Source: an optimization exercise on an open RTL-to-GDS flow (aim: small area, a short achievable clock period and few clock cycles per item). Production flows keep margins and buffers that such runs may drop. At most, simulation tests tie the RTL to the original design; equivalence was not proved.

==> module fp_pfx_add, before the edit <==
module fp_pfx_add #(
    parameter int W = 8
) (
    input  wire [W-1:0] a,
    input  wire [W-1:0] b,
    input  wire         cin,
    output wire [W-1:0] s,
    output wire         co
);
    localparam int L = (W > 1) ? $clog2(W) : 1;
    wire [W-1:0] x = a ^ b;
    wire [W-1:0] g [0:L];
    wire [W-1:0] p [0:L];
    assign g[0] = (a & b) | {{(W-1){1'b0}}, x[0] & cin};
    assign p[0] = x;
    for (genvar l = 0; l < L; l++) begin : g_lvl
        for (genvar i = 0; i < W; i++) begin : g_bit
            if (((i >> l) & 1) == 1) begin : g_op
                localparam int J = ((i >> l) << l) - 1;
                assign g[l+1][i] = g[l][i] | (p[l][i] & g[l][J]);
                assign p[l+1][i] = p[l][i] & p[l][J];
            end else begin : g_pass
                assign g[l+1][i] = g[l][i];
                assign p[l+1][i] = p[l][i];
            end
        end
    end
    if (W > 1) begin : g_sum
        assign s = x ^ {g[L][W-2:0], cin};
    end else begin : g_sum1
        assign s = x ^ cin;
    end
    assign co = g[L][W-1];
endmodule
==> flow/config.mk <==
export PLATFORM = sky130hd
export DESIGN_NAME = fpu_top
export DESIGN_NICKNAME = fpu_top
export VERILOG_FILES = /design/flow/design.v
export SDC_FILE = /design/flow/constraint.sdc
export NUM_CORES = 4
export LEC_CHECK = 0
export CAP_MARGIN = 20
export CORE_MARGIN = 2
export CORE_UTILIZATION = 45
export PLACE_DENSITY = 0.6
export SLEW_MARGIN = 20
==> flow/constraint.sdc <==
create_clock -name core_clock -period 13.0 [get_ports {clk}]
set_input_delay 2.6000 -clock core_clock [delete_from_list [all_inputs] [get_ports {clk}]]
set_output_delay 2.6000 -clock core_clock [all_outputs]
set_load 0.01 [all_outputs]
standard.sh (not shown) runs the stock make flow with config.mk's settings and CLKGATE_MAP_FILE= SYNTH_SCRIPT=/design/flow/synth_recipe.tcl, a recipe that flattens the netlist after the stock synthesis.
==> flow/flow/run.sh <==
#!/bin/bash
# Standard layout with two changes:
#  - after the standard synthesis, flow/fixinv.py removes inverters between
#    full-adder cells (a full adder is self-dual, so a cell can work on
#    complemented inputs and give complemented outputs); registers and all
#    other cells are untouched;
#  - timing repair aims below the clock period: repair_timing works until
#    every path has SETUP_SLACK_MARGIN ns to spare.
set -euo pipefail
M=8.3
R=orfs/results/sky130hd/fpu_top/base
bash standard.sh SETUP_SLACK_MARGIN=$M synth > synth.log 2>&1
cp $R/1_2_yosys.v synth_netlist_orig.log
python3 flow/fixinv.py synth_netlist_orig.log $R/1_2_yosys.v > fixinv.log 2>&1
touch $R/1_2_yosys.v
bash standard.sh SETUP_SLACK_MARGIN=$M finish > flow.log 2>&1
Other scripts of this flow, unchanged in this note and not shown: flow/flow/fixinv.py
The baseline passed the timing, DRC and antenna checks.
==> next run, changes <==
--- a/flow/design.v
+++ b/flow/design.v
@@ -98,13 +98,13 @@
     input  wire [W-1:0] a,
     input  wire [W-1:0] b,
     input  wire         cin,
     output wire [W-1:0] s,
     output wire         co
 );
-    localparam int L = (W > 1) ? $clog2(W) : 1;
+    localparam int L = (W > 32) ? 6 : (W > 16) ? 5 : (W > 8) ? 4 : (W > 4) ? 3 : (W > 2) ? 2 : 1;
     wire [W-1:0] x = a ^ b;
     wire [W-1:0] g [0:L];
     wire [W-1:0] p [0:L];
     assign g[0] = (a & b) | {{(W-1){1'b0}}, x[0] & cin};
     assign p[0] = x;
     for (genvar l = 0; l < L; l++) begin : g_lvl
Effect: Wire length is unchanged; clock skew stays the same; maximum frequency stays the same; die area does not change; utilization is unchanged; global-route usage is unchanged; synthesized cell count stays the same; worst setup slack is unchanged; area after synthesis is unchanged.
Testbench counts after the change, summed over its fixed seeds: cycles 16,040, items 16,000.
The RTL of the first run of this note was laid out without a check of its function.


fpu_top, a different RTL version from the one above (not shown whole).
For scale: about 3400 cells after synthesis, about 110 I/O pins, ~0.036 mm^2 of cells after synthesis.
Design fpu_top, start of the top module:
module fpu_top (
    input  logic            clk,
    input  logic            rst,
    input  logic            in_valid,
    output logic            in_ready,
    input  logic [31:0]     op_a,
    input  logic [31:0]     op_b,
    input  logic [1:0]      op,
    output logic            out_valid,
    input  logic            out_ready,
    output logic [31:0]     result,
    output logic [3:0]      flags
);
    localparam logic [1:0] SP_NONE = 2'd0;
    localparam logic [1:0] SP_NAN  = 2'd1;
    localparam logic [1:0] SP_INF  = 2'd2;
    localparam logic [1:0] SP_ZERO = 2'd3;
    logic v1, v2, ov, kv;
    logic ir, ovn;                
    logic go;
    assign go        = !kv;       
    assign in_ready  = ir;
    assign out_valid = !ovn;
    logic [31:0] r1_a, r1_b;
    logic [1:0]  r1_op;
    always_ff @(posedge clk) begin
        if (rst)     v1 <= 1'b0;
        else if (go) v1 <= in_valid;
    end
    always_ff @(posedge clk) begin
        if (go) begin
            r1_a  <= op_a;
            r1_b  <= op_b;
            r1_op <= op;
        end
    end
    logic        sa, sb, esb;
    logic [7:0]  ea, eb;
    logic [22:0] fa, fb;
    logic        za, zb, inf_a, inf_b, nan_a, nan_b;
    logic        is_mul, is_rsvd;
    logic        a_ge, a_eq;
    assign sa = r1_a[31];
    assign sb = r1_b[31];
    assign ea = r1_a[30:23];
    assign eb = r1_b[30:23];
    assign fa = r1_a[22:0];
    assign fb = r1_b[22:0];
    assign za    = (ea == 8'd0);
    assign zb    = (eb == 8'd0);
    assign inf_a = (&ea) && (fa == 23'd0);
    assign inf_b = (&eb) && (fb == 23'd0);
    assign nan_a = (&ea) && (fa != 23'd0);
    assign nan_b = (&eb) && (fb != 23'd0);
    assign is_mul  = (r1_op == 2'd2);
    assign is_rsvd = (r1_op == 2'd3);
    assign esb     = sb ^ r1_op[0];    
    fp_pfx_add #(.W(31)) u_cmp (
        .a (r1_a[30:0]), .b (~r1_b[30:0]), .cin (1'b1), .s (), .co (a_ge)
    );
    assign a_eq = (r1_a[30:0] == r1_b[30:0]);
    logic [1:0] spk;
    logic       sps;
    always_comb begin
        spk = SP_NONE;
        sps = 1'b0;
        if (is_rsvd || nan_a || nan_b) begin
            spk = SP_NAN;
        end else if (!is_mul) begin
            if (inf_a && inf_b) begin
  ...
Settings: LEC_CHECK=0, CAP_MARGIN=20, CORE_MARGIN=2, CORE_UTILIZATION=45, PLACE_DENSITY=0.6, SLEW_MARGIN=20; clock period 13.0 ns.
==> flow/flow/run.sh <==
#!/bin/bash
# Standard layout with two changes:
#  - after the standard synthesis, flow/fixinv.py removes inverters between
#    full-adder cells (a full adder is self-dual, so a cell can work on
#    complemented inputs and give complemented outputs); registers and all
#    other cells are untouched;
#  - timing repair aims below the clock period: repair_timing works until
#    every path has SETUP_SLACK_MARGIN ns to spare;
#  - every input and output port still gets a buffer, a buf_2 rather than
#    the slow clkdlybuf4s50 delay cell that buffer_ports picks by default.
set -euo pipefail
M=8.3
R=orfs/results/sky130hd/fpu_top/base
bash standard.sh SETUP_SLACK_MARGIN=$M synth > synth.log 2>&1
cp $R/1_2_yosys.v synth_netlist_orig.log
python3 flow/fixinv.py synth_netlist_orig.log $R/1_2_yosys.v > fixinv.log 2>&1
touch $R/1_2_yosys.v
bash standard.sh SETUP_SLACK_MARGIN=$M "BUFFER_PORTS_ARGS=-buffer_cell sky130_fd_sc_hd__buf_2" finish > flow.log 2>&1
Other scripts of this flow, unchanged in this note and not shown: flow/flow/fixinv.py
Rerun with:
--- a/flow/design.v
+++ b/flow/design.v
@@ -1348,55 +1348,64 @@
     always_ff @(posedge clk) begin
         if (go) begin
             r3_x   <= r2_mul ? m_x : raw_sum;
             r3_e   <= r2_e;
             r3_sgn <= r2_sgn;
             r3_spk <= r2_spk;
             r3_sps <= r2_sps;
         end
     end
     logic [4:0]  lz;
     logic [26:0] n_sig;
-    logic [9:0]  n_exp;
-    logic [9:0]  e_inc, e_dec;
+    logic [26:0] nsh [0:5];
+    logic [9:0]  e_inc, n_eb;
+    logic [4:0]  n_dec;
     fp_lzc27 u_lzc (.x (r3_x[26:0]), .lz (lz));
     fp_pfx_add #(.W(10)) u_einc (.a (r3_e), .b (10'd0), .cin (1'b1), .s (e_inc), .co ());
-    fp_pfx_add #(.W(10)) u_edec (.a (r3_e), .b (~{5'd0, lz}), .cin (1'b1), .s (e_dec), .co ());
-    assign n_sig = r3_x[27] ? {r3_x[27:2], r3_x[1] | r3_x[0]} : (r3_x[26:0] << lz);
-    assign n_exp = r3_x[27] ? e_inc : e_dec;
+    assign nsh[5] = r3_x[26:0];
+    for (genvar k = 4; k >= 0; k--) begin : g_norm
+        localparam int D = 1 << k;
+        assign nsh[k] = lz[k] ? {nsh[k+1][26-D:0], {D{1'b0}}} : nsh[k+1];
+    end
+    assign n_sig = r3_x[27] ? {r3_x[27:2], r3_x[1] | r3_x[0]} : nsh[0];
+    assign n_eb  = r3_x[27] ? e_inc : r3_e;
+    assign n_dec = r3_x[27] ? 5'd0 : lz;
     logic        v4;
     logic [26:0] sig;
-    logic [9:0]  exp;
+    logic [9:0]  r4_eb;
+    logic [4:0]  r4_dec;
     logic        r4_sgn, r4_sps;
     logic [1:0]  r4_spk;
     always_ff @(posedge clk) begin
         if (rst)     v4 <= 1'b0;
         else if (go) v4 <= v3;
     end
     always_ff @(posedge clk) begin
         if (go) begin
             sig    <= n_sig;
-            exp    <= n_exp;
+            r4_eb  <= n_eb;
+            r4_dec <= n_dec;
             r4_sgn <= r3_sgn;
             r4_spk <= r3_spk;
             r4_sps <= r3_sps;
         end
     end
     logic        round_up, rnd_co;
     logic [23:0] sig_rnd;
-    logic [9:0]  exp_p1, exp_rnd;
+    logic [9:0]  exp, exp_p1, exp_rnd;
     logic        ovf, unf;
     logic [31:0] rp_result;
     logic [3:0]  rp_flags;
     assign round_up = sig[2] & (sig[1] | sig[0] | sig[3]);
     fp_pfx_add #(.W(24)) u_rnd (.a (sig[26:3]), .b (24'd0), .cin (round_up), .s (sig_rnd), .co (rnd_co));
+    fp_pfx_add #(.W(10)) u_exp (.a (r4_eb), .b (~{5'd0, r4_dec}), .cin (1'b1), .s (exp), .co ());
     fp_pfx_add #(.W(10)) u_ep1 (.a (exp), .b (10'd0), .cin (1'b1), .s (exp_p1), .co ());
     assign exp_rnd = rnd_co ? exp_p1 : exp;
     assign ovf = !exp[9] && (exp[8] || (&exp[7:0]) || (rnd_co && exp[7:0] == 8'hFE));
     assign unf = exp[9] || (exp[8:0] == 9'd0 && !rnd_co);
     always_comb begin
         rp_flags    = 4'd0;
         rp_flags[0] = |sig[2:0];
         if (ovf) begin
             rp_result   = {r4_sgn, 8'hFF, 23'd0};
             rp_flags[2] = 1'b1;
             rp_flags[0] = 1'b1;
After rerunning:
- wire length goes down by 6.3%
- worst setup slack got worse by 0.19 ns
- final area went down by 1.8%
- maximum frequency shrinks by 4.0%
- utilization is lower by 0.11 points
Function was not checked in any run of this note: the RTL went through the layout flow alone.

port drivers added, routing unchanged:
No port has a modelled driver above. Below, the same layouts with a new extraction and two added sets of constraints. Step 1, drivers: a clkbuf_16 drives clk and a buf_2 each remaining input, both assumed. Step 2 also shifts input and output timing later by t, the mid clock arrival at the registers, as if the neighbouring blocks saw the same clock. Three values: no drivers, after step 1, after step 2; two values: the first two.
run | t, ns | setup WS [ns] | worst slew at a driven data input, ns | pins driven straight from the clock port
the first run of note 1 | 0.671 | 8.515 / 8.515 / 8.335 | 0.05 | 1
the second run of note 1 | 0.671 | 8.515 / 8.515 / 8.335 | 0.05 | 1
the first run of note 2 | 0.682 | 8.483 / 8.483 / 8.436 | 0.08 | 1
the second run of note 2 | 0.682 | 8.296 / 8.296 / 8.246 | 0.05 | 1
After both steps every run listed still meets setup and hold.
